This design comes from an exercise in tuning for small area, a short achievable clock period and few clock cycles per item on the open sky130 flow, not from production work.
In this exercise RTL edits were held to simulation tests only and were not proved equivalent to the original.
Power is estimated from default activity; no workload was simulated.

==> flow/design.v <==
package psb_pkg;
    localparam int NUM_SEMAPHORES_DEF = 8;
    localparam int MAX_TASKS_DEF      = 32;
    localparam int COUNT_WIDTH_DEF    = 16;
    localparam int MODE_W       = 2;
    localparam int SEM_ID_W     = 3;
    localparam int PRIO_W       = 6;
    localparam int TMO_W        = 32;
    localparam int STATUS_W     = 2;
    localparam int SLOT_COUNT   = 8;    
    localparam int INIT_COUNT_W = 8;
    localparam int MASK_CFG_W   = 8;
    localparam int CFG_DATA_W   = 64;
    localparam int CFG_IDX_W    = 1;
    localparam int S_TDATA_W    = 48;
    localparam int M_TDATA_W    = 16;
    typedef enum logic [MODE_W-1:0] {
        MODE_WAIT   = 2'd0,
        MODE_SIGNAL = 2'd1,
        MODE_RESUME = 2'd2
    } mode_t;
    typedef enum logic [STATUS_W-1:0] {
        ST_OK      = 2'd0,
        ST_BLOCKED = 2'd1,
        ST_REFUSED = 2'd2,
        ST_TIMEOUT = 2'd3
    } status_t;
    typedef enum logic [CFG_IDX_W-1:0] {
        CFG_COUNTING_MASK  = 1'd0,
        CFG_INITIAL_COUNTS = 1'd1
    } cfg_idx_t;
    typedef struct packed {
        logic [MODE_W-1:0]   mode;
        logic [SEM_ID_W-1:0] sem_id;
        logic [PRIO_W-1:0]   prio;
        logic                tmo_nz;
    } op_req_t;
    typedef struct packed {
        status_t             status;
        logic                rel_valid;
        logic [PRIO_W-1:0]   rel_prio;
    } op_rsp_t;
    typedef struct packed {
        logic                  wr_mask;
        logic                  wr_counts;
        logic [CFG_DATA_W-1:0] data;
    } cfg_wr_t;
endpackage
module psb_prienc #(
    parameter int WIDTH = psb_pkg::MAX_TASKS_DEF
) (
    input  logic [WIDTH-1:0]          vec,
    output logic                      any,
    output logic [psb_pkg::PRIO_W-1:0] idx
);
    always_comb begin
        idx = '0;
        for (int i = 0; i < WIDTH; i++) begin
            if (vec[i]) begin
                idx = psb_pkg::PRIO_W'(i);
            end
        end
        any = |vec;
    end
endmodule
module psb_core #(
    parameter int NUM_SEMAPHORES = psb_pkg::NUM_SEMAPHORES_DEF,
    parameter int MAX_TASKS      = psb_pkg::MAX_TASKS_DEF,
    parameter int COUNT_WIDTH    = psb_pkg::COUNT_WIDTH_DEF
) (
    input  logic              aclk,
    input  logic              aresetn,
    input  psb_pkg::cfg_wr_t  cfg,
    input  logic              op_fire,
    input  psb_pkg::op_req_t  req,
    output psb_pkg::op_rsp_t  rsp
);
    localparam int NumSlots = (NUM_SEMAPHORES < psb_pkg::SLOT_COUNT) ?
                              NUM_SEMAPHORES : psb_pkg::SLOT_COUNT;
    localparam logic [32:0] CountMaxWide = (33'd1 << COUNT_WIDTH) - 33'd1;
    localparam logic [COUNT_WIDTH-1:0] CountMax = CountMaxWide[COUNT_WIDTH-1:0];
    logic [psb_pkg::MASK_CFG_W-1:0] cmask_reg;
    logic [COUNT_WIDTH-1:0]         cnt_arr  [psb_pkg::SLOT_COUNT];
    logic [MAX_TASKS-1:0]           mask_arr [psb_pkg::SLOT_COUNT];
    logic [COUNT_WIDTH-1:0]     cnt_cur;
    logic [MAX_TASKS-1:0]       mask_cur;
    logic [COUNT_WIDTH-1:0]     cnt_new;
    logic [MAX_TASKS-1:0]       mask_new;
    logic [MAX_TASKS-1:0]       prio_bit;
    logic [MAX_TASKS-1:0]       mask_drop_top;
    logic [psb_pkg::PRIO_W-1:0] prio_m1;
    logic [psb_pkg::PRIO_W-1:0] top_idx;
    logic                       top_any;
    logic                       prio_ok;
    logic                       sem_ok;
    logic                       counting;
    function automatic logic [COUNT_WIDTH-1:0] reload_count(
        input logic [psb_pkg::INIT_COUNT_W-1:0] b,
        input logic                             is_cnt
    );
        logic [32:0] c;
        c = 33'(b);
        if (!is_cnt && c > 33'd1) begin
            c = 33'd1;
        end
        if (c > CountMaxWide) begin
            c = CountMaxWide;
        end
        reload_count = c[COUNT_WIDTH-1:0];
    endfunction
    always_ff @(posedge aclk) begin
        if (!aresetn) begin
            cmask_reg <= '0;
        end else if (cfg.wr_mask) begin
            cmask_reg <= cfg.data[psb_pkg::MASK_CFG_W-1:0];
        end
    end
    for (genvar s = 0; s < psb_pkg::SLOT_COUNT; s++) begin : g_slot
        if (s < NumSlots) begin : g_live
            logic [COUNT_WIDTH-1:0] cnt_reg;
            logic [MAX_TASKS-1:0]   mask_reg;
            always_ff @(posedge aclk) begin
                if (!aresetn) begin
                    cnt_reg  <= '0;
                    mask_reg <= '0;
                end else if (cfg.wr_counts) begin
                    cnt_reg  <= reload_count(
                        cfg.data[psb_pkg::INIT_COUNT_W*s +: psb_pkg::INIT_COUNT_W],
                        cmask_reg[s]);
                    mask_reg <= '0;
                end else if (op_fire && sem_ok &&
                             req.sem_id == psb_pkg::SEM_ID_W'(s)) begin
                    cnt_reg  <= cnt_new;
                    mask_reg <= mask_new;
                end
            end
            assign cnt_arr[s]  = cnt_reg;
            assign mask_arr[s] = mask_reg;
        end else begin : g_none
            assign cnt_arr[s]  = '0;
            assign mask_arr[s] = '0;
        end
    end
    assign sem_ok   = 32'(req.sem_id) < NUM_SEMAPHORES;
    assign cnt_cur  = cnt_arr[req.sem_id];
    assign mask_cur = mask_arr[req.sem_id];
    assign counting = cmask_reg[req.sem_id];
    assign prio_ok = (req.prio != '0) && (32'(req.prio) <= MAX_TASKS);
    assign prio_m1 = req.prio - psb_pkg::PRIO_W'(1);
    psb_prienc #(
        .WIDTH (MAX_TASKS)
    ) u_prienc (
        .vec (mask_cur),
        .any (top_any),
        .idx (top_idx)
    );
    always_comb begin
        for (int i = 0; i < MAX_TASKS; i++) begin
            prio_bit[i]      = prio_ok && (prio_m1 == psb_pkg::PRIO_W'(i));
            mask_drop_top[i] = mask_cur[i] && (top_idx != psb_pkg::PRIO_W'(i));
        end
    end
    always_comb begin
        cnt_new       = cnt_cur;
        mask_new      = mask_cur;
        rsp.status    = psb_pkg::ST_REFUSED;
        rsp.rel_valid = 1'b0;
        rsp.rel_prio  = '0;
        if (sem_ok) begin
            case (req.mode)
                psb_pkg::MODE_WAIT: begin
                    if (cnt_cur != '0) begin
                        cnt_new    = cnt_cur - COUNT_WIDTH'(1);
                        rsp.status = psb_pkg::ST_OK;
                    end else if (req.tmo_nz && prio_ok) begin
                        mask_new   = mask_cur | prio_bit;
                        rsp.status = psb_pkg::ST_BLOCKED;
                    end
                end
                psb_pkg::MODE_SIGNAL: begin
                    if (top_any) begin
                        mask_new      = mask_drop_top;
                        rsp.status    = psb_pkg::ST_OK;
                        rsp.rel_valid = 1'b1;
                        rsp.rel_prio  = top_idx + psb_pkg::PRIO_W'(1);
                    end else if (counting ? (cnt_cur != CountMax) : (cnt_cur == '0)) begin
                        cnt_new    = cnt_cur + COUNT_WIDTH'(1);
                        rsp.status = psb_pkg::ST_OK;
                    end
                end
                psb_pkg::MODE_RESUME: begin
                    if (prio_ok) begin
                        rsp.status = ((mask_cur & prio_bit) == '0) ?
                                     psb_pkg::ST_OK : psb_pkg::ST_TIMEOUT;
                        mask_new   = mask_cur & ~prio_bit;
                    end
                end
                default: begin
                    rsp.status = psb_pkg::ST_REFUSED;
                end
            endcase
        end
    end
endmodule
module priority_semaphore_bank_top #(
    parameter int NUM_SEMAPHORES = psb_pkg::NUM_SEMAPHORES_DEF,
    parameter int MAX_TASKS      = psb_pkg::MAX_TASKS_DEF,
    parameter int COUNT_WIDTH    = psb_pkg::COUNT_WIDTH_DEF
) (
    input  logic                            aclk,
    input  logic                            aresetn,
    input  logic                            s_tvalid,
    output logic                            s_tready,
    input  logic [psb_pkg::S_TDATA_W-1:0]   s_tdata,
    output logic                            m_tvalid,
    input  logic                            m_tready,
    output logic [psb_pkg::M_TDATA_W-1:0]   m_tdata,
    input  logic                            cfg_valid,
    output logic                            cfg_ready,
    input  logic [psb_pkg::CFG_IDX_W-1:0]   cfg_index,
    input  logic [psb_pkg::CFG_DATA_W-1:0]  cfg_data
);
    logic              in_vld_reg;
    logic              in_vld_next;
    psb_pkg::op_req_t  in_req_reg;
    logic              out_vld_reg;
    logic              out_vld_next;
    psb_pkg::op_rsp_t  out_rsp_reg;
    psb_pkg::op_rsp_t  rsp;
    psb_pkg::op_req_t  s_req;
    psb_pkg::cfg_wr_t  cfg;
    logic              advance;
    logic              op_fire;
    logic              s_fire;
    assign s_req.mode   = s_tdata[1:0];
    assign s_req.sem_id = s_tdata[4:2];
    assign s_req.prio   = s_tdata[10:5];
    assign s_req.tmo_nz = |s_tdata[42:11];
    assign cfg_ready     = 1'b1;
    assign cfg.wr_mask   = cfg_valid &&
                           (cfg_index == psb_pkg::CFG_COUNTING_MASK);
    assign cfg.wr_counts = cfg_valid &&
                           (cfg_index == psb_pkg::CFG_INITIAL_COUNTS);
    assign cfg.data      = cfg_data;
    assign advance  = !out_vld_reg || m_tready;
    assign op_fire  = in_vld_reg && advance;
    assign s_tready = !in_vld_reg || advance;
    assign s_fire   = s_tvalid && s_tready;
    assign in_vld_next  = s_fire || (in_vld_reg && !advance);
    assign out_vld_next = op_fire || (out_vld_reg && !m_tready);
    always_ff @(posedge aclk) begin
        if (!aresetn) begin
            in_vld_reg  <= 1'b0;
            out_vld_reg <= 1'b0;
        end else begin
            in_vld_reg  <= in_vld_next;
            out_vld_reg <= out_vld_next;
        end
    end
    always_ff @(posedge aclk) begin
        if (s_fire) begin
            in_req_reg <= s_req;
        end
        if (op_fire) begin
            out_rsp_reg <= rsp;
        end
    end
    psb_core #(
        .NUM_SEMAPHORES (NUM_SEMAPHORES),
        .MAX_TASKS      (MAX_TASKS),
        .COUNT_WIDTH    (COUNT_WIDTH)
    ) u_core (
        .aclk    (aclk),
        .aresetn (aresetn),
        .cfg     (cfg),
        .op_fire (op_fire),
        .req     (in_req_reg),
        .rsp     (rsp)
    );
    assign m_tvalid = out_vld_reg;
    assign m_tdata  = {7'd0, out_rsp_reg.rel_prio, out_rsp_reg.rel_valid,
                       out_rsp_reg.status};
endmodule
==> flow/run.sh <==
#!/bin/bash
# synth_recipe.tcl (not shown) runs the flow's synth.tcl, then flattens the netlist and writes it again
# the make line also repeats each setting of config.mk as NAME=value (left out here)
make -C /OpenROAD-flow-scripts/flow DESIGN_CONFIG=/design/flow/config.mk WORK_HOME=/design/flow/orfs CLKGATE_MAP_FILE= SYNTH_SCRIPT=/design/flow/synth_recipe.tcl finish
==> flow/config.mk <==
export PLATFORM = sky130hd
export DESIGN_NAME = priority_semaphore_bank_top
export DESIGN_NICKNAME = priority_semaphore_bank_top
export VERILOG_FILES = /design/flow/design.v
export SDC_FILE = /design/flow/constraint.sdc
export NUM_CORES = 4
export LEC_CHECK = 0
export CAP_MARGIN = 20
export CORE_MARGIN = 2
export CORE_UTILIZATION = 40
export SLEW_MARGIN = 20
==> flow/constraint.sdc <==
create_clock -name core_clock -period 5.0 [get_ports {aclk}]
set_input_delay 1.0000 -clock core_clock [delete_from_list [all_inputs] [get_ports {aclk}]]
set_output_delay 1.0000 -clock core_clock [all_outputs]
set_load 0.01 [all_outputs]
==> impl_metrics.env <==
export IMPL_run_status="timing/DRC/antenna clean"
export IMPL_drt_iter0_drc=2977
export IMPL_portBuffers=123
export IMPL_setup_viol=0
export IMPL_reg2reg_to="u_core.g_slot[0].g_live.mask_reg[29]"
export IMPL_tns_ps=0
export IMPL_ys_seq_area_frac=0.398
export IMPL_fp_dieArea_um2=55300
export IMPL_relSlewSlack=0.316
export IMPL_drc=0
export IMPL_fin_area_um2=26800
export IMPL_critPathCaptureType="flip-flop"
export IMPL_syn_area_um2=21400
export IMPL_htreeDepth=2
export IMPL_path_class="flip-flop to flip-flop"
export IMPL_grt_pass1_vias=21800
export IMPL_clock_path_buffers=3
export IMPL_core_area_um2=52800
export IMPL_min_from="u_core.g_slot[3].g_live.mask_reg[7]"
export IMPL_slew_viol_final=0
export IMPL_antenna_found_initial=0
export IMPL_start_util=0.405
export IMPL_grt_max_degree=149
export IMPL_fin_ws_ps=190
export IMPL_syn_to_final_growth_pct=25.3
export IMPL_power_density_nw_per_um2=317
export IMPL_via_per_inst=6.33
export IMPL_ir_drop_mv=0.272
export IMPL_drt_total_wl_mm=95.2
export IMPL_min_to="u_core.g_slot[3].g_live.mask_reg[7]"
export IMPL_post_drt_wl_per_cell_um=25.8
export IMPL_final_nets=3096
export IMPL_worst_pin_slew_ps=1020
export IMPL_layout_drive_gt1_share=0.151
export IMPL_clock_sinks=415
export IMPL_finalCritPeriodShare=0.962
export IMPL_cp_max_fo=41
export IMPL_place_hpwl_mm=66.5
export IMPL_synthTopCellsByArea="dfxtp_1 37%, a21oi_1 8.2%, nand2_1 6.7%"
export IMPL_postSynthCellCount=2702
export IMPL_hold_path_cell_count=2
export IMPL_fin_crit_ps=4810
export IMPL_reg2reg_from="in_req_reg[8]"
export IMPL_path_clk_slew_ps=60
export IMPL_grt_overflow=0
export IMPL_rr_worst_depth=19
export IMPL_n_antenna_cell=0
export IMPL_synth_seq_cells=415
export IMPL_timing_clock_skew_ps=62.2
export IMPL_cts_tree="done"
export IMPL_fmax_mhz=208
export IMPL_n_fill_cell=5055
export IMPL_synthDistinctLibCells=95
export IMPL_grt_pass1_wl_mm=140
export IMPL_synth_edf_count=21
export IMPL_cts_buffers=47
export IMPL_synthArstFlopShare=0
export IMPL_die_x_um=235
export IMPL_rows=84
export IMPL_synth_main_ff_cell="dfxtp_1"
export IMPL_clk_latency_ps=630
export IMPL_largest_reg_flops=256
export IMPL_yosysTopAreaCellShare=0.369
export IMPL_final_hold_worst_slack_ps=452
export IMPL_die_h_um=235
export IMPL_syn_area_per_cell_um2=7.92
export IMPL_grt_usage=0.330
export IMPL_ant_nets=0
export IMPL_routabilityCongestion=1.01
export IMPL_maxCapViolations=0
export IMPL_required_ps=5460
export IMPL_power_leakage_uw=0.00964
export IMPL_place_area_um2=25200
export IMPL_final_util=0.508
export IMPL_root_buffer="clkbuf_16"
export IMPL_rsz0062_at_grt="no"
export IMPL_holdCritPathClass="flip-flop to flip-flop"
export IMPL_yosys_warnings=5
export IMPL_critPathLaunchType="flip-flop"
export IMPL_synth_area_leader_cell="dfxtp_1"
export IMPL_first_pass_iters=6
export IMPL_dp_slack_ps=79.3
export IMPL_ios=137
export IMPL_dr_total_vias=23400
export IMPL_crit_arrival_ps=5270
export IMPL_finalHoldViolations=0
export IMPL_rrSetupSlack_ps=190
-- where the power goes --
group | internal (uW) | total (uW) | switching, uW | leakage, uW
combinational | 563 | 1460 | 901 | 0.00547
clock | 2070 | 3570 | 1500 | 0.000783
sequential | 3410 | 3470 | 52.6 | 0.00339
-- layer usage --
metal | GRT usage | routed length [um] | vias to the layer above
met2 | 0.507 | 40900 | 1368
met1 | 0.458 | 40200 | 11300
met4 | 0.116 | 3480 | 0
met5 | 0 | 0 | -
met3 | 0.0698 | 10500 | 220
li1 | - | - | 10500
-- layout by cell type (no fill, tap or decap), types with 21 or more instances in the layout --
master / Yosys / layout
a211oi_1: 23 / 23
a21oi_1: 351 / 351
a221oi_1: 31 / 31
a31oi_1: 33 / 33
and3_1: 26 / 26
buf_4: 23 / 292
clkbuf_16: 0 / 48
clkdlybuf4s50_1: 0 / 122
dfxtp_1: 394 / 394
edfxtp_1: 21 / 21
inv_1: 37 / 37
mux2i_1: 92 / 92
nand2_1: 381 / 379
nand3_1: 115 / 115
nor2_1: 151 / 146
nor2b_1: 59 / 57
nor3_1: 51 / 48
nor4_1: 29 / 28
o21ai_0: 235 / 235
o22ai_1: 69 / 69
o32ai_1: 33 / 32
-- logic make-up (layout without fill, tap and decap cells) --
group | count (synthesis) | in the layout | synth area share
multiplexers | 100 | 100 | 0.0483
other | 2 | 8 | 0.000351
XOR/XNOR | 5 | 5 | 0.00205
AO/OA/AOI/OAI | 977 | 977 | 0.284
flip-flops | 415 | 415 | 0.398
adder cells (fa/ha/maj) | 6 | 6 | 0.00351
buffers and inverters | 262 | 558 | 0.0538
AND/OR/NAND/NOR | 935 | 935 | 0.209
-- synthesized netlist by cell type (21+ instances only) --
| cell | instances |
|---|---|
| dfxtp_1 | 394 |
| nand2_1 | 381 |
| a21oi_1 | 351 |
| o21ai_0 | 235 |
| nor2_1 | 151 |
| clkbuf_1 | 149 |
| nand3_1 | 115 |
| mux2i_1 | 92 |
| o22ai_1 | 69 |
| nor2b_1 | 59 |
| nor3_1 | 51 |
| inv_1 | 37 |
| a31oi_1 | 33 |
| o32ai_1 | 33 |
| a221oi_1 | 31 |
| nor4_1 | 29 |
| buf_2 | 28 |
| and3_1 | 26 |
| a211oi_1 | 23 |
| buf_4 | 23 |
| edfxtp_1 | 21 |
-- layout make-up --
cell class / count / area (um^2) / share of cell area
well taps: 688 / 861 / 0.0321
multi-input cells: 2031 / 11800 / 0.442
clock buffers: 64 / 1360 / 0.0508
flip-flops and latches: 415 / 8520 / 0.318
repair buffers: 436 / 3820 / 0.143
inverters: 41 / 154 / 0.00574
clock inverters: 17 / 244 / 0.00910
-- timing repair --
| action | 4_1_cts | 5_1_grt |
|---|---|---|
| hold buffers | 0 | 0 |
| setup buffers | 0 | 2 |
| gates resized for setup | 0 | 3 |
| setup endpoints to repair | 0 | 68 |
-- critical path, cell delays in order (launching register included) --
cell and delay [ps]:
edfxtp_1 420, buf_12 190, buf_12 220, nand2_1 130, buf_4 270, nor2_1 80, a311oi_1 470, o21ai_0 290
and4b_1 310, a211oi_1 70, buf_4 150, nor2_1 200, nor2_1 70, o22a_1 210, inv_1 70, ha_1 210
buf_4 160, a221oi_1 70, a31oi_1 790, a211oi_1 190
-- how the worst max path moves through the flow --
stage,start,endpoint,slack (ps),cells after the start
finish,in_req_reg[8],u_core.g_slot[0].g_live.mask_reg[29],190,19
global route,in_req_reg[8],u_core.g_slot[0].g_live.mask_reg[29],50,19
CTS,in_req_reg[7],u_core.g_slot[4].g_live.cnt_reg[15],4,17
detailed placement,in_req_reg[7],u_core.g_slot[5].g_live.cnt_reg[15],80,17
global placement,in_req_reg[7],u_core.g_slot[4].g_live.cnt_reg[12],110,18
floorplan,in_req_reg[7],u_core.g_slot[1].g_live.cnt_reg[11],160,19
-- metrics by stage --
stage / total power (uW) / instances
2_1_floorplan: 4220 / 2708
3_3_place_gp: 4940 / 3608
3_5_place_dp: 4940 / 3608
4_1_cts: 8500 / 3689
5_1_grt: 8740 / 3692
6_report: 8500 / 3692
Testbench counts, summed over its fixed seeds: cycles 19,264, items 19,200.

[port drivers added, routing unchanged]
Ports are ideal in the flow. The routed layout listed here was re-timed in OpenROAD.
Step 1: set_driving_cell puts a clkbuf_16 on aclk and a buf_2 on each other input, an assumption about the parent block.
Step 2, shift: input delay + t, output delay - t, t = (earliest + latest rising clock arrival at the registers) / 2. This alone moves slack from input paths to output paths.
Slacks: no drivers / after step 1 / after step 2; pairs: no drivers / after step 1.
t (ns): 0.666
slack for setup (ns): 0.190 / 0.190 / 0.190
latest minus earliest clock arrival (ns): 0.063 / 0.062
worst register clock-pin slew, ns: 0.07 / 0.07
pins driven straight from the clock port: 1
After both steps this run still meets setup and hold. The setup slack of this run moves by 0.000 ns with the drivers and by 0.000 ns with both steps.
